From an optimization exercise on the open Yosys and OpenROAD flow, aimed at small area, a short achievable clock period and few clock cycles per item; shortcuts taken in it are not production practice.
At most, simulation tests tie the RTL to the original design; equivalence was not proved.
No functional check of the RTL was part of run 3.
Power and IR drop assume default switching activity.

==> design/flow/design.v <==
`timescale 1ns/1ps
`default_nettype none
module bridgeTop (
  input  wire         pclk,
  input  wire         preset_n,
  input  wire         awvalid,
  output logic        awready,
  input  wire  [31:0] awaddr,
  input  wire  [7:0]  awid,
  input  wire  [7:0]  awlen,
  input  wire  [1:0]  awburst,
  input  wire  [2:0]  awprot,
  input  wire         wvalid,
  output logic        wready,
  input  wire  [31:0] wdata,
  input  wire  [3:0]  wstrb,
  input  wire         arvalid,
  output logic        arready,
  input  wire  [31:0] araddr,
  input  wire  [7:0]  arid,
  input  wire  [7:0]  arlen,
  input  wire  [1:0]  arburst,
  input  wire  [2:0]  arprot,
  output logic        rvalid,
  input  wire         rready,
  output logic [31:0] rdata,
  output logic [1:0]  rresp,
  output logic [7:0]  rid,
  output logic        rlast,
  output logic        bvalid,
  input  wire         bready,
  output logic [1:0]  bresp,
  output logic [7:0]  bid,
  output logic [31:0] paddr,
  output logic [31:0] pwdata,
  output logic [3:0]  pstrb,
  output logic [2:0]  pprot,
  output logic        pwrite,
  output logic        penable,
  output logic [3:0]  psel,
  input  wire  [3:0]  pready,
  input  wire  [3:0]  pslverr,
  input  wire  [127:0] prdata
);
  logic        act;
  logic        turn;       
  logic        oom;        
  logic        incr;
  logic [7:0]  cnt;        
  logic        doneQ;      
  logic        wHave;      
  logic [14:0] addr;
  logic        wr;         
  logic        rAcc;       
  logic        wFree;      
  logic        wFreeN;
  logic        last;
  logic        takeW;
  logic        takeR;
  logic        sel;        
  logic        serr;
  logic [31:0] sdata;
  logic        done;
  logic        go;
  logic        wTake;
  logic        actN;
  logic        turnN;
  logic        wHaveN;
  logic        rvalidN;
  logic        bvalidN;
  logic        awOom;
  logic        arOom;
  assign last  = (cnt == 8'd0);
  assign awOom = (awaddr[31:14] != 18'd0);
  assign arOom = (araddr[31:14] != 18'd0);
  assign takeW = awready && awvalid;
  assign takeR = arready && arvalid;
  assign wTake = wready && wvalid;
  always_comb begin
    sel   = 1'b0;
    serr  = 1'b0;
    sdata = 32'd0;
    for (int s = 0; s < 4; s++) begin
      sel   = sel   | (psel[s] & pready[s]);
      serr  = serr  | (psel[s] & pslverr[s]);
      sdata = sdata | ({32{psel[s]}} & prdata[32*s +: 32]);
    end
  end
  assign done = act && penable && (oom || sel);
  assign go   = act && !penable &&
                (wr ? (wHave && (!last || !bvalid || bready))
                    : (!rvalid || rready));
  assign wFree = !wHave && !rvalid && act && wr && !penable;
  assign rdata = pwdata;
  assign paddr = {17'd0, addr};
  always_comb begin
    actN    = (act && !(done && last)) || takeW || takeR;
    turnN   = act ? turn : !turn;
    wHaveN  = wTake || (wHave && !(done && wr));
    rvalidN = (done && !wr) || (rvalid && !rready);
    bvalidN = (done && wr && last) || (bvalid && !bready);
    wFreeN  = !wHaveN && !rvalidN && actN && (act ? wr : takeW) &&
              !(penable ? !done : go);
  end
  always_ff @(posedge pclk or negedge preset_n) begin
    if (!preset_n) begin
      act     <= 1'b0;
      turn    <= 1'b0;
      penable <= 1'b0;
      psel    <= 4'd0;
      rAcc    <= 1'b0;
      wHave   <= 1'b0;
      rvalid  <= 1'b0;
      bvalid  <= 1'b0;
      awready <= 1'b0;
      arready <= 1'b0;
      wready  <= 1'b0;
    end else begin
      act     <= actN;
      turn    <= turnN;
      wHave   <= wHaveN;
      rvalid  <= rvalidN;
      bvalid  <= bvalidN;
      awready <= !actN && turnN && !bvalidN;
      arready <= !actN && !turnN && !rvalidN;
      wready  <= wFreeN;
      if (!act) begin
        psel <= (takeW || takeR) && !(turn ? awOom : arOom)
              ? 4'b0001 << (turn ? awaddr[13:12] : araddr[13:12]) : 4'd0;
      end
      if (go) begin
        penable <= 1'b1;
        rAcc    <= !wr;
      end
      if (done) begin
        penable <= 1'b0;
        rAcc    <= 1'b0;
        if (last) begin
          psel <= 4'd0;
        end
      end
    end
  end
  always_ff @(posedge pclk) begin
    if (!act) begin
      wr     <= turn;
      pwrite <= awready;
      oom    <= turn ? awOom : arOom;
      incr   <= turn ? (awburst == 2'd1) : (arburst == 2'd1);
      cnt    <= turn ? awlen : arlen;
      pprot  <= turn ? awprot : arprot;
      addr   <= {1'b0, turn ? awaddr[13:0] : araddr[13:0]};
    end else begin
      if (doneQ) cnt <= cnt - 8'd1;
      if (done && incr) begin
        addr[14:2] <= addr[14:2] + 13'd1;
      end
    end
    doneQ <= done;
    if (!act && turn && !bvalid) begin
      bid   <= awid;
      bresp <= 2'd0;
    end else if (done && wr) begin
      bresp <= bresp | {oom | serr, oom};
    end
    if (!act && !turn && !rvalid) begin
      rid <= arid;
    end
    if (wFree) begin
      pwdata <= wdata;
      pstrb  <= wstrb;
    end else if (arready) begin
      pstrb  <= 4'd0;
    end
    if (rAcc) begin
      pwdata <= sdata;
      rresp  <= {oom | serr, oom};
      rlast  <= last;
    end
  end
endmodule
`default_nettype wire
==> design/flow/flow/run.sh <==
#!/bin/bash
# standard ORFS layout (the standard.sh, standard synthesis unchanged),
# with every port buffered by the smallest buffer instead of a delay buffer,
# and no dummy loads in the clock tree
set -euo pipefail
export CTS_ARGS="-sink_clustering_enable -repair_clock_nets -dont_use_dummy_load"
bash standard.sh "BUFFER_PORTS_ARGS=-buffer_cell sky130_fd_sc_hd__buf_1" finish > standard.log 2>&1
==> design/flow/standard.sh <==
#!/bin/bash
# synth_recipe.tcl (not shown) runs the flow's synth.tcl, then flattens the netlist and writes it again
# the make line also repeats each setting of config.mk as NAME=value (left out here)
make -C /OpenROAD-flow-scripts/flow DESIGN_CONFIG=/design/flow/config.mk WORK_HOME=/design/flow/orfs CLKGATE_MAP_FILE= SYNTH_SCRIPT=/design/flow/synth_recipe.tcl "${@:-finish}"
==> design/flow/config.mk <==
export PLATFORM = sky130hd
export DESIGN_NAME = bridgeTop
export DESIGN_NICKNAME = bridgeTop
export VERILOG_FILES = /design/flow/design.v
export SDC_FILE = /design/flow/constraint.sdc
export NUM_CORES = 4
export LEC_CHECK = 0
export CAP_MARGIN = 20
export CORE_MARGIN = 2
export CORE_UTILIZATION = 40
export PLACE_DENSITY = 0.75
export SETUP_SLACK_MARGIN = 2.9
export SLEW_MARGIN = 20
==> design/flow/constraint.sdc <==
create_clock -name core_clock -period 5.0 [get_ports {pclk}]
set_input_delay 1.0000 -clock core_clock [delete_from_list [all_inputs] [get_ports {pclk}]]
set_output_delay 1.0000 -clock core_clock [all_outputs]
set_load 0.01 [all_outputs]
==> metrics.md, run 1 <==
| Metric | Value |
|---|---|
| Slew @ Worst Pin | `0.754 ns` |
| Via count of the first global-routing pass | `4,941` |
| Final hold vios | `0` |
| WP data required | `4.00 ns` |
| CTS buffer count | `9` |
| Max Cap Viol | `0` |
| ANT cells | `0` |
| DRT Pass-1 Iters | `5` |
| Setup Viol. Count Final | `0` |
| Sequential-to-total area share from yosys stat | `52.6%` |
| Final nets | `1,179` |
| CP cell instances | `buf_12, buf_6` |
| Placement Cell Area | `0.00697 sq mm` |
| GPL Wtd Cong | `0.869` |
| Fin util | `54.0%` |
| Most common cell after layout, fill and taps aside | `buf_1` |
| Initial antenna violation count | `0` |
| Antenna-violating nets left | `0` |
| Worst-path maximum fanout | `4` |
| Iter 0 DRT Violations | `472` |
| Worst skew pair latency | `0.35 ns` |
| Leakage | `2.44 nW` |
| Area delta synth->final | `32.4%` |
| Design area | `0.00744 sq mm` |
| Synth cell types | `49` |
| Power per Cell Area | `481 mW/mm^2` |
| Worst path max stage delay | `0.49 ns` |
| Critical Path Sink Type | `output port` |
| Syn_area_per_cell | `10.8 sq um` |
| Tmin final | `2.08 ns` |
| Maximum VDD drop | `0.195 mV` |
| Max H-tree Level | `3` |
| Status | `no timing/DRC/antenna violations` |
| Peak Freq | `481 MHz` |
| Async set-reset flop share out of synthesis | `13.7%` |
| Top_reg_cell synth | `edfxtp_1` |
| Number of synthesized flops with an enable pin | `84` |
| Worst path slowest cell | `dfrtp_4` |
| GR Overflow Total | `0` |
| Core footprint | `0.0138 sq mm` |
| DR WL/cell | `17.7 um` |
| Share of cells above drive strength 1 | `7.10%` |
| Total power | `3.58 mW` |
| Row count | `43` |
| First-pass GRT wire length | `26,400 um` |
| Arr. time, crit path | `1.08 ns` |
| Starting Density | `40.8%` |
| Final HPWL DP | `14,200 um` |
| Syn Inst Count | `518` |
| Largest net degree at the start of global routing | `69` |
| Synth Register Bits | `102` |
| Io pins | `420` |
| Die Ht | `123 um` |
| Total global-route track usage | `23.5%` |
| Slew margin rel. | `49.7%` |
| Via density | `5.19` |
| CTS tree | `done` |
| Crit start category | `flip-flop` |
| DIE WIDTH | `123 um` |
| Vias | `5,538` |
| Setup TNS | `0 ns` |
| Port bufs | `402` |
| Cell area after synthesis | `0.00562 sq mm` |
| Crit share post-route | `41.6%` |
| Die Footprint | `0.0150 sq mm` |
| Clock root cell | `clkbuf_16` |
| Critical path type | `reg2out` |
| Max Slew Vio Count | `0` |
| Worst-path clk slew | `0.06 ns` |
| RSZ-0062 raised after global routing | `false` |
| Setup Skew | `0.0233 ns` |
| HP Class | `reg2reg` |
| Drc violations | `0` |
| Clock sinks | `102` |
| Syn. warnings | `1` |
| WL final | `18,800 um` |
| Clk buf depth | `2` |
| Commonest non-fill, non-tap cells in the layout | `buf_1, edfxtp_1, a22oi_1` |
-- cells in the mapped netlist (9+ instances only) --
cell type  instances  area share (%)
a211oi_1          11             1.5
a21oi_1           15             1.3
a22oi_1           64             8.6
a31oi_1           34             3.8
buf_4             51             6.8
clkbuf_1          24             1.6
dfrtp_1           14             6.2
edfxtp_1          84              45
inv_1             12            0.80
nand2_1           25             1.7
nand3_1            9            0.80
nor2_1            43             2.9
nor2b_1           13             1.4
nor4_1            12             1.3
o21ai_0            9            0.80
xnor2_1            9             1.4
-- state kept, by name, indices dropped and copies added, names as in the netlist, 2 cells and up --
signal	cells
pwdata	32
addr	15
bid	8
cnt	8
rid	8
psel	4
pstrb	4
pprot	3
bresp	2
rresp	2
-- stage by stage --
stage	cells	hold WS (ns)	worst slack [ns]
2_1_floorplan	534	0.475	2.83
3_3_place_gp	1042	0.457	2.14
3_5_place_dp	1042	0.473	1.97
4_1_cts	1061	0.480	2.91
5_1_grt	1067	0.542	2.89
6_report	1067	0.479	2.92
-- repair_timing --
action,in CTS,in global routing
setup endpoints to repair,89,47
gates resized for setup,20,8
hold buffers,0,0
pin swaps,3,2
gates cloned,2,0
setup buffers,8,6
-- per-layer routing --
metal | global-route usage [%] | wire (um)
met3 | 3.44 | 1220
met4 | 6.11 | 296
met1 | 30.1 | 7620
met5 | 0 | 0
met2 | 41.6 | 9710
-- layout make-up --
cell class	count	area, sq um
inverter	12	48.8
tap	180	225
timing repair buffer	424	1740
clock buffer	9	225
sequential	102	2960
multi-input combinational	340	2230
fill	1306	6340
-- critical path: cells and delay by family, from the launching register on --
family | cells | cell delay, ns
buffers and inverters | 2 | 0.25
flip-flops | 1 | 0.49
-- path summary, 6_finish.rpt --
kind                                       startpoint  depth (start not counted)                     to  slack, ns
worst max-delay path                psel[1]$_DFF_PN0_                          2                psel[1]       2.92
worst min-delay path            addr[14]$_SDFFE_PN0P_                          2  addr[14]$_SDFFE_PN0P_       0.48
min in group asynchronous                    preset_n                          1       rvalid$_DFF_PN0_       0.69
max in group asynchronous                    preset_n                          1      psel[1]$_DFF_PN0_       3.74
worst max register to register          act$_DFF_PN0_                          5       bid[2]$_DFFE_PP_       2.97
worst min register to register  addr[14]$_SDFFE_PN0P_                          2  addr[14]$_SDFFE_PN0P_       0.48
-- cells by family after synthesis --
logic type,after synthesis,share of synthesized area [%]
AOI/OAI and AO/OA,154,19.3
other,1,0.0668
DFF,102,52.6
buffers and inverters,93,9.82
and+or+nand+nor,132,11.8
xor gates and xnor gates,16,2.49
adders and majority gates,5,1.11
muxes,15,2.83
-- where the power goes --
group	total, mW	internal [mW]	switching (mW)	leakage [nW]
Combinational	1.39	0.504	0.886	1.33
Sequential	1.58	1.36	0.226	1.00
Clock	0.606	0.319	0.288	0.111
Testbench counts, summed over its fixed seeds: cycles 10,018, beats 2,933.
==> run 2: changes to the inputs <==
--- a/design/flow/config.mk
+++ b/design/flow/config.mk
@@ -5,6 +5,7 @@
 export SDC_FILE = /design/flow/constraint.sdc
 export NUM_CORES = 4
 export LEC_CHECK = 0
+export ABC_CLOCK_PERIOD_IN_PS = 2000
 export CAP_MARGIN = 20
 export CORE_MARGIN = 2
 export CORE_UTILIZATION = 40
==> run 2 against run 1 <==
  * Maximum frequency did not move
  * Clock-buffer cell count unchanged
  * Sequential share of layout area stayed put
  * Sequential power is essentially flat
  * Die area stayed put
  * Area after synthesis unchanged
  * Combinational power is essentially flat
  * Clock power about the same
  * Worst setup slack unchanged
  * Wire length is the same
  * Largest power group unchanged
==> metrics.md, run 2 <==
| Metric | Value |
|---|---|
| WP data required | `4.00 ns (about the same)` |
| Syn_area_per_cell | `10.8 sq um (unchanged)` |
| Power per Cell Area | `481 mW/mm^2 (unchanged)` |
| Worst-path clk slew | `0.06 ns (about the same)` |
| Largest register by flop count | `pwdata (unchanged)` |
| Status | `no timing/DRC/antenna violations (unchanged)` |
| Final nets | `1,179 (unchanged)` |
| Synth cell count leaders | `edfxtp_1, a22oi_1, buf_4 (unchanged)` |
| Critical Path Sink Type | `output port (unchanged)` |
| Die Footprint | `0.0150 sq mm (unchanged)` |
| Worst skew pair latency | `0.35 ns (about the same)` |
| Share of cells above drive strength 1 | `7.10% (unchanged)` |
| Syn. warnings | `1 (unchanged)` |
| RSZ-0062 raised after global routing | `false (unchanged)` |
| Setup TNS | `0 ns (unchanged)` |
| Syn Inst Count | `518 (unchanged)` |
| Hold path cells | `2 (unchanged)` |
| Top cells by area, synth | `edfxtp_1, a22oi_1, buf_4 (unchanged)` |
| Compound-Gate Fraction of Synth Area | `19.3% (unchanged)` |
| Total global-route track usage | `23.5% (unchanged)` |
| Setup Viol. Count Final | `0 (unchanged)` |
| Largest register FFs | `32 (unchanged)` |
| Cell area after synthesis | `0.00562 sq mm (unchanged)` |
| CTS Hold Bufs | `0 (unchanged)` |
| Commonest non-fill, non-tap cells in the layout | `buf_1, edfxtp_1, a22oi_1 (unchanged)` |
| Max Slew Vio Count | `0 (unchanged)` |
| DR WL/cell | `17.7 um (unchanged)` |
| Tmin final | `2.08 ns (unchanged)` |
| Critical path type | `reg2out (unchanged)` |
| Via count of the first global-routing pass | `4,941 (unchanged)` |
| Post-Synth Adder-Cell Area | `1.11% (unchanged)` |
| Largest net degree at the start of global routing | `69 (unchanged)` |
| Setup slack, reg-to-reg | `2.97 ns (about the same)` |
| Post-synthesis mux area share | `2.83% (unchanged)` |
| Largest registers | `pwdata (32), addr (15) (unchanged)` |
| Iter 0 DRT Violations | `472 (unchanged)` |
| Final hold vios | `0 (unchanged)` |
| Sequential-to-total area share from yosys stat | `52.6% (unchanged)` |
| Peak Freq | `481 MHz (unchanged)` |
| DIE WIDTH | `123 um (unchanged)` |
| WL final | `18,800 um (unchanged)` |
| Die Ht | `123 um (unchanged)` |
| Placed cells | `1,042 (unchanged)` |
| Antenna-violating nets left | `0 (unchanged)` |
| CTS tree | `done (unchanged)` |
| Port bufs | `402 (unchanged)` |
| Core footprint | `0.0138 sq mm (unchanged)` |
| CTS buffer count | `9 (unchanged)` |
| Most frequent cell after synthesis | `edfxtp_1 (unchanged)` |
| R2R Path Start | `act$_DFF_PN0_ (unchanged)` |
| GPL Wtd Cong | `0.869 (unchanged)` |
| Number of synthesized flops with an enable pin | `84 (unchanged)` |
| Setup Skew | `0.0233 ns (unchanged)` |
| Clock root cell | `clkbuf_16 (unchanged)` |
| Clock sinks | `102 (unchanged)` |
| Via density | `5.19 (unchanged)` |
| Drc violations | `0 (unchanged)` |
| Maximum VDD drop | `0.195 mV (unchanged)` |
| Crit start category | `flip-flop (unchanged)` |
| Max H-tree Level | `3 (unchanged)` |
| GR Overflow Total | `0 (unchanged)` |
| Io pins | `420 (unchanged)` |
| Final HPWL DP | `14,200 um (unchanged)` |
| Crit share post-route | `41.6% (unchanged)` |
| Filler cells | `1,306 (unchanged)` |
| DRT Pass-1 Iters | `5 (unchanged)` |
| Hold endpoint | `addr[14]$_SDFFE_PN0P_ (unchanged)` |
| ANT cells | `0 (unchanged)` |
| Cell count of the worst reg-to-reg path | `5 (unchanged)` |
| First-pass GRT wire length | `26,400 um (unchanged)` |
| Clk buf depth | `2 (unchanged)` |
| Synth Area in Simple Gates | `11.8% (unchanged)` |
| Yosys top cell area share | `44.9% (unchanged)` |
| Worst-path maximum fanout | `4 (unchanged)` |
| Area delta synth->final | `32.4% (unchanged)` |
| Top_reg_cell synth | `edfxtp_1 (unchanged)` |
| Row count | `43 (unchanged)` |
| Post-route insts no fill | `1,067 (unchanged)` |
| Max Cap Viol | `0 (unchanged)` |
| Starting Density | `40.8% (unchanged)` |
| HP Class | `reg2reg (unchanged)` |
| Leakage | `2.44 nW (unchanged)` |
| Async set-reset flop share out of synthesis | `13.7% (unchanged)` |
| Slew @ Worst Pin | `0.754 ns (unchanged)` |
| XOR/XNOR share of the synthesized area | `2.49% (unchanged)` |
| Vias | `5,538 (unchanged)` |
| HP Start | `addr[14]$_SDFFE_PN0P_ (unchanged)` |
| Slew margin rel. | `49.7% (unchanged)` |
| Synth Register Bits | `102 (unchanged)` |
| Leading area contributor after synthesis | `edfxtp_1 (unchanged)` |
| Most common cell after layout, fill and taps aside | `buf_1 (unchanged)` |
| Initial antenna violation count | `0 (unchanged)` |
| Arr. time, crit path | `1.08 ns (about the same)` |
| Synth cell types | `49 (unchanged)` |
| Largest family of logic cells by synthesized area | `compound AO/OA/AOI/OAI gates (unchanged)` |
| Reg2reg end | `bid[2]$_DFFE_PP_ (unchanged)` |
run 2: cell counts after synthesis:
Identical to the previous run, type by type.
run 2: final cells by class:
class | count | area (sq um) | share of cell area (%)
flip-flops and latches | 102 | 2960 | 39.8
clock buffers | 9 | 225 | 3.03
well taps | 180 | 225 | 3.03
inverters | 12 | 48.8 | 0.656
repair buffers | 424 | 1740 | 23.5
multi-input cells | 340 | 2230 | 30.0
run 2: worst max path at each step:
| stage | from | end | cells after the start |
|---|---|---|---|
| final | psel[1]$_DFF_PN0_ | psel[1] | 2 |
| after detailed placement | act$_DFF_PN0_ | pwdata[21]$_DFFE_PP_ | 4 |
| after CTS | psel[1]$_DFF_PN0_ | psel[1] | 2 |
| after floorplan | pready[1] | addr[10]$_DFFE_PP_ | 5 |
| after global routing | act$_DFF_PN0_ | pwdata[15]$_DFFE_PP_ | 5 |
| after global placement | act$_DFF_PN0_ | pwdata[27]$_DFFE_PP_ | 4 |
run 2: stage by stage:
stage / utilization (%) / setup WS (ns) / power (mW) / hold WS, ns / instance area [sq um]
finish: 54.0 / 2.92 / 3.58 / 0.479 / 7440
global route: 54.0 / 2.89 / 3.82 / 0.542 / 7440
CTS: 53.5 / 2.91 / 3.59 / 0.480 / 7360
detailed placement: 50.6 / 1.97 / 2.94 / 0.473 / 6970
global placement: 50.6 / 2.14 / 2.91 / 0.457 / 6970
floorplan: - / 2.83 / 2.58 / 0.475 / 5690
run 2: what timing repair did:
action	in CTS	in global routing
pin swaps	3	2
cloned	2	0
setup buffers	8	6
endpoints found under the setup margin	89	47
gates resized for setup	20	8
run 2: metal layers:
metal  GRT usage [%]  routed length [um]
met5               0                   0
met3            3.44                1220
met4            6.11                 296
met2            41.6                9710
met1            30.1                7620
run 2: kinds of logic (layout without fill, tap and decap cells):
kind of cell	count (synthesis)	count (layout)
AO/OA/AOI/OAI	154	154
multiplexers	15	15
flip-flops	102	102
AND/OR/NAND/NOR	132	133
other	1	17
buffers and inverters	93	445
adder cells (fa/ha/maj)	5	5
XOR/XNOR	16	16
run 2: critical path, cell delays in order (launching register included):
cell and delay [ns]:
dfrtp_4 0.49, buf_12 0.14, buf_6 0.11
run 2: where the power goes:
group	switching, mW	internal (mW)	leakage (nW)
clock network	0.288	0.319	0.111
logic	0.886	0.504	1.33
registers	0.226	1.36	1.00
==> run 3: changes to the inputs <==
--- a/design/flow/design.v
+++ b/design/flow/design.v
@@ -47,13 +47,15 @@
   logic        oom;        
   logic        incr;
   logic [7:0]  cnt;        
-  logic        doneQ;      
   logic        wHave;      
   logic [14:0] addr;
   logic        wr;         
   logic        rAcc;       
-  logic        wFree;      
-  logic        wFreeN;
+  logic [31:0] wbD;        
+  logic [3:0]  wbS;
+  logic        wbFull;
+  logic        wbFullN;
+  logic        moveW;      
   logic        last;
   logic        takeW;
   logic        takeR;
@@ -90,17 +92,18 @@
   assign go   = act && !penable &&
                 (wr ? (wHave && (!last || !bvalid || bready))
                     : (!rvalid || rready));
-  assign wFree = !wHave && !rvalid && act && wr && !penable;
+  assign moveW = wbFull && (!rvalid || rready) &&
+                 (act ? (wr && (penable ? (done && !last) : !wHave))
+                      : (turn && !wHave));
   assign rdata = pwdata;
   assign paddr = {17'd0, addr};
   always_comb begin
     actN    = (act && !(done && last)) || takeW || takeR;
     turnN   = act ? turn : !turn;
-    wHaveN  = wTake || (wHave && !(done && wr));
+    wHaveN  = moveW || (wHave && !(done && wr));
+    wbFullN = wTake || (wbFull && !moveW);
     rvalidN = (done && !wr) || (rvalid && !rready);
     bvalidN = (done && wr && last) || (bvalid && !bready);
-    wFreeN  = !wHaveN && !rvalidN && actN && (act ? wr : takeW) &&
-              !(penable ? !done : go);
   end
   always_ff @(posedge pclk or negedge preset_n) begin
     if (!preset_n) begin
@@ -115,6 +118,7 @@
       awready <= 1'b0;
       arready <= 1'b0;
       wready  <= 1'b0;
+      wbFull  <= 1'b0;
     end else begin
       act     <= actN;
       turn    <= turnN;
@@ -122,8 +126,9 @@
       rvalid  <= rvalidN;
       bvalid  <= bvalidN;
       awready <= !actN && turnN && !bvalidN;
-      arready <= !actN && !turnN && !rvalidN;
-      wready  <= wFreeN;
+      arready <= !actN && !turnN && !rvalidN && !wHaveN;
+      wbFull  <= wbFullN;
+      wready  <= !wbFullN;
       if (!act) begin
         psel <= (takeW || takeR) && !(turn ? awOom : arOom)
               ? 4'b0001 << (turn ? awaddr[13:12] : araddr[13:12]) : 4'd0;
@@ -150,13 +155,12 @@
       cnt    <= turn ? awlen : arlen;
       pprot  <= turn ? awprot : arprot;
       addr   <= {1'b0, turn ? awaddr[13:0] : araddr[13:0]};
-    end else begin
-      if (doneQ) cnt <= cnt - 8'd1;
-      if (done && incr) begin
+    end else if (done) begin
+      cnt <= cnt - 8'd1;
+      if (incr) begin
         addr[14:2] <= addr[14:2] + 13'd1;
       end
     end
-    doneQ <= done;
     if (!act && turn && !bvalid) begin
       bid   <= awid;
       bresp <= 2'd0;
@@ -166,9 +170,13 @@
     if (!act && !turn && !rvalid) begin
       rid <= arid;
     end
-    if (wFree) begin
-      pwdata <= wdata;
-      pstrb  <= wstrb;
+    if (wready) begin
+      wbD <= wdata;
+      wbS <= wstrb;
+    end
+    if (moveW) begin
+      pwdata <= wbD;
+      pstrb  <= wbS;
     end else if (arready) begin
       pstrb  <= 4'd0;
     end
--- a/design/flow/config.mk
+++ b/design/flow/config.mk
@@ -5,7 +5,6 @@
 export SDC_FILE = /design/flow/constraint.sdc
 export NUM_CORES = 4
 export LEC_CHECK = 0
-export ABC_CLOCK_PERIOD_IN_PS = 2000
 export CAP_MARGIN = 20
 export CORE_MARGIN = 2
 export CORE_UTILIZATION = 40
==> run 3 against run 2 <==
  * Still clean
  * Sequential power down 19%
  * Final area up 21%
  * Utilization up 0.76 points
  * Synthesized cell count up 7.9%
  * Die area up 19%
  * Hold slack better by 0.0084 ns
  * Clock skew about the same
  * Clock-buffer cell count up 8
  * Non-clock buffer count up 8
  * Global-route usage up 1.2 points
  * Critical path type is now in2reg
  * Highest routed layer is now met5
==> metrics.md, run 3 <==
| Metric | Value |
|---|---|
| RSZ-0062 raised after global routing | `true (was false)` |
| Commonest non-fill, non-tap cells in the layout | `buf_1, edfxtp_1, a22oi_1 (unchanged)` |
| Leakage | `2.93 nW (was 2.44 nW)` |
| Power per Cell Area | `266 mW/mm^2 (was 481 mW/mm^2)` |
| Reg area | `0.00405 sq mm (was 0.00296 sq mm)` |
| Synth Register Bits | `138 (was 102)` |
| Worst-path clk slew | `0.05 ns (was 0.06 ns)` |
| Area delta synth->final | `34.7% (was 32.4%)` |
| Port bufs | `402 (unchanged)` |
| First-pass GRT wire length | `32,000 um (was 26,400 um)` |
| Reg power frac | `53.2% (was 44.2%)` |
| Initial antenna violation count | `6 (was 0)` |
| Max Cap Viol | `0 (unchanged)` |
| Placement Setup Slack | `2.02 ns (was 1.97 ns)` |
| Gate power share | `5.8% (was 38.9%)` |
| Iter 0 DRT Violations | `395 (was 472)` |
| CTS Hold Bufs | `0 (unchanged)` |
| Sequential-to-total area share from yosys stat | `60.3% (was 52.6%)` |
| Antenna-violating nets left | `0 (unchanged)` |
| Critical path type | `in2reg (was reg2out)` |
| CP cell instances | `clkbuf_2, a222oi_1, buf_4, a21oi_4, a31oi_4, nor2_4, or2_4 (was buf_12, buf_6)` |
| Worst-path maximum fanout | `9 (was 4)` |
| Setup Viol. Count Final | `0 (unchanged)` |
| Drc violations | `0 (unchanged)` |
| Clock sinks | `138 (was 102)` |
| Setup WS post-layout | `2.83 ns (was 2.92 ns)` |
| CTS buffer count | `17 (was 9)` |
| Clock Power Share | `40.9% (was 16.9%)` |
| Sw Ratio | `19.6% (was 39.1%)` |
| Io pins | `420 (unchanged)` |
| Clk buf depth | `2 (unchanged)` |
| DR WL/cell | `19.4 um (was 17.7 um)` |
| Worst path slowest cell | `or2_4 (was dfrtp_4)` |
| Slew @ Worst Pin | `0.811 ns (was 0.754 ns)` |
| Top_reg_cell synth | `edfxtp_1 (unchanged)` |
| Syn. warnings | `1 (unchanged)` |
| Via density | `5.09 (was 5.19)` |
| Synth cell types | `56 (was 49)` |
| Filler cells | `1,499 (was 1,306)` |
| Total global-route track usage | `24.7% (was 23.5%)` |
| Syn_area_per_cell | `12.0 sq um (was 10.8 sq um)` |
| Slew margin rel. | `45.9% (was 49.7%)` |
| Setup TNS | `0 ns (unchanged)` |
| Max Slew Vio Count | `0 (unchanged)` |
| Crit start category | `primary input (was flip-flop)` |
| Clock root cell | `clkbuf_16 (unchanged)` |
| DRT Pass-1 Iters | `5 (unchanged)` |
| Vias | `5,940 (was 5,538)` |
| Cell count of the worst reg-to-reg path | `7 (was 5)` |
| GPL Wtd Cong | `0.828 (was 0.869)` |
| Final HPWL DP | `15,600 um (was 14,200 um)` |
| Largest net degree at the start of global routing | `52 (was 69)` |
| HP Class | `reg2reg (unchanged)` |
| Yosys top cell area share | `53.8% (was 44.9%)` |
| Die Ht | `133 um (was 123 um)` |
| Multi-input gate area | `0.00227 sq mm (was 0.00223 sq mm)` |
| Hold path cells | `2 (unchanged)` |
| Async set-reset flop share out of synthesis | `10.9% (was 13.7%)` |
| Most common cell after layout, fill and taps aside | `buf_1 (unchanged)` |
| Cell area after synthesis | `0.00669 sq mm (was 0.00562 sq mm)` |
| Worst skew pair latency | `0.41 ns (was 0.35 ns)` |
| Total power | `2.40 mW (was 3.58 mW)` |
| Share of cells above drive strength 1 | `9.30% (was 7.10%)` |
| GR Overflow Total | `0 (unchanged)` |
| Top cells by area, synth | `edfxtp_1, a22oi_1, dfrtp_1 (was edfxtp_1, a22oi_1, buf_4)` |
| Starting Density | `40.7% (was 40.8%)` |
| Maximum VDD drop | `0.212 mV (was 0.195 mV)` |
| DIE WIDTH | `133 um (was 123 um)` |
| Net switching power figure | `470 uW (was 1.40 mW)` |
| Largest registers | `pwdata (32), wbD (32), addr (15) (was pwdata (32), addr (15))` |
| WL final | `22,600 um (was 18,800 um)` |
| CTS tree | `done (unchanged)` |
| Final hold vios | `0 (unchanged)` |
| Via count of the first global-routing pass | `5,678 (was 4,941)` |
| Die Footprint | `0.0178 sq mm (was 0.0150 sq mm)` |
| Tmin final | `2.17 ns (was 2.08 ns)` |
| Syn Inst Count | `559 (was 518)` |
| Row count | `47 (was 43)` |
| Setup Skew | `0.0236 ns (was 0.0233 ns)` |
| Internal power | `1.93 mW (was 2.18 mW)` |
| Status | `no timing/DRC/antenna violations (unchanged)` |
| Critical Path Sink Type | `flip-flop (was output port)` |
| Max H-tree Level | `4 (was 3)` |
| Core footprint | `0.0165 sq mm (was 0.0138 sq mm)` |
| Worst path max stage delay | `0.32 ns (was 0.49 ns)` |
| Synth cell count leaders | `edfxtp_1, a22oi_1, buf_4 (unchanged)` |
| Peak Freq | `460 MHz (was 481 MHz)` |
| WP data required | `5.14 ns (was 4.00 ns)` |
| Final nets | `1,238 (was 1,179)` |
| Min Hold Slack | `0.487 ns (was 0.479 ns)` |
| Arr. time, crit path | `2.31 ns (was 1.08 ns)` |
| Number of synthesized flops with an enable pin | `120 (was 84)` |
| Leading area contributor after synthesis | `edfxtp_1 (unchanged)` |
| Most frequent cell after synthesis | `edfxtp_1 (unchanged)` |
| Crit share post-route | `43.5% (was 41.6%)` |
[run 3: cell types whose count changed after synthesis, sizes merged, moves of 3 or more]
cell / before / now
nor4: 14 / 9
o21ai: 9 / 23
mux2i: 8 / 12
o2bb2ai: 3 / 0
edfxtp: 84 / 120
a211oi: 11 / 8
nor2b: 13 / 10
nand2: 25 / 33
[run 3: through the flow]
step	cell area, sq um	utilization (%)	instances
after floorplan	6760	-	575
after global placement	8100	49.2	1122
after detailed placement	8100	49.2	1122
after CTS	8950	54.4	1163
after global routing	9010	54.7	1166
final	9020	54.8	1168
[run 3: routing by layer]
metal | track usage (%) | vias to the layer above | share of wire, %
li1 | - | 2832 | -
met5 | 0 | - | 0.29
met3 | 8.90 | 39 | 8.9
met2 | 43.3 | 307 | 51
met4 | 7.62 | 10 | 1.5
met1 | 28.3 | 2752 | 38
[run 3: path summary, 6_finish.rpt]
| path | startpoint | to | slack (ns) |
|---|---|---|---|
| min in group asynchronous | preset_n | wHave$_DFF_PN0_ | 0.65 |
| hold reg to reg | bresp[0]$_SDFFE_PP0P_ | bresp[0]$_SDFFE_PP0P_ | 0.49 |
| setup reg to reg | psel[3]$_DFF_PN0_ | pwdata[5]$_DFFE_PP_ | 2.91 |
| max in group asynchronous | preset_n | wready$_DFF_PN0_ | 3.76 |
| hold / removal | bresp[0]$_SDFFE_PP0P_ | bresp[0]$_SDFFE_PP0P_ | 0.49 |
| setup / recovery | pready[0] | pwdata[5]$_DFFE_PP_ | 2.83 |
[run 3: power groups by stage]
| stage | Sequential, mW | Combinational (mW) | Clock, mW |
|---|---|---|---|
| finish | 1.28 | 0.140 | 0.982 |
| global placement | 1.31 | 0.118 | 0 |
| CTS | 1.28 | 0.141 | 1.00 |
| floorplan | 1.31 | 0.0378 | 0 |
| detailed placement | 1.31 | 0.120 | 0 |
| global route | 1.28 | 0.156 | 1.05 |
[run 3: worst max-delay path: cells and delay by family]
family                 cells  cell delay, ns
buffers and inverters      2            0.28
AOI/OAI and AO/OA          3            0.59
and+or+nand+nor            2            0.42
[run 3: cell type report]
cell class	count	area share, %
diodes	2	0.0555
multi-input cells	348	25.1
well taps	220	3.05
clock buffers	17	4.72
repair buffers	432	21.6
inverters	11	0.500
flip-flops and latches	138	44.9
[run 3: what timing repair did]
| action | CTS | global route |
|---|---|---|
| pin swaps | 1 | 0 |
| gates cloned | 7 | 1 |
| gates resized for setup | 36 | 9 |
| setup endpoints to repair | 92 | 75 |
| setup buffers | 17 | 2 |
[run 3: logic make-up after synthesis]
family / count (synthesis) / share of synthesized area (%)
AOI/OAI and AO/OA: 155 / 15.7
xor gates and xnor gates: 17 / 2.22
adders and majority gates: 5 / 0.935
buffers and inverters: 93 / 8.19
DFF: 138 / 60.3
muxes: 18 / 2.80
other: 1 / 0.0560
and+or+nand+nor: 132 / 9.74

[port drivers added, routing unchanged]
How much do the figures lean on ideal ports? The routed layouts below were timed once more, with nothing changed but the port constraints.
Step 1: set_driving_cell puts a clkbuf_16 on pclk and a buf_2 on each other input, an assumption about the parent block.
Step 2, shift: input delay + t, output delay - t, t = (earliest + latest rising clock arrival at the registers) / 2. This alone moves slack from input paths to output paths.
Three values: ideal ports, drivers, drivers and shift; two values: the first two.
run	shift t [ns]	setup WS [ns]	worst data-port slew with drivers (ns)
run 1	0.377	2.922 / 2.883 / 2.628	0.06
run 2	0.377	2.922 / 2.883 / 2.628	0.06
run 3	0.442	2.827 / 2.811 / 2.369	0.10
After both steps every run listed still meets setup and hold. For run 3, which loses most, drivers alone change the setup slack by -0.016 ns; drivers and shift together by -0.458 ns.
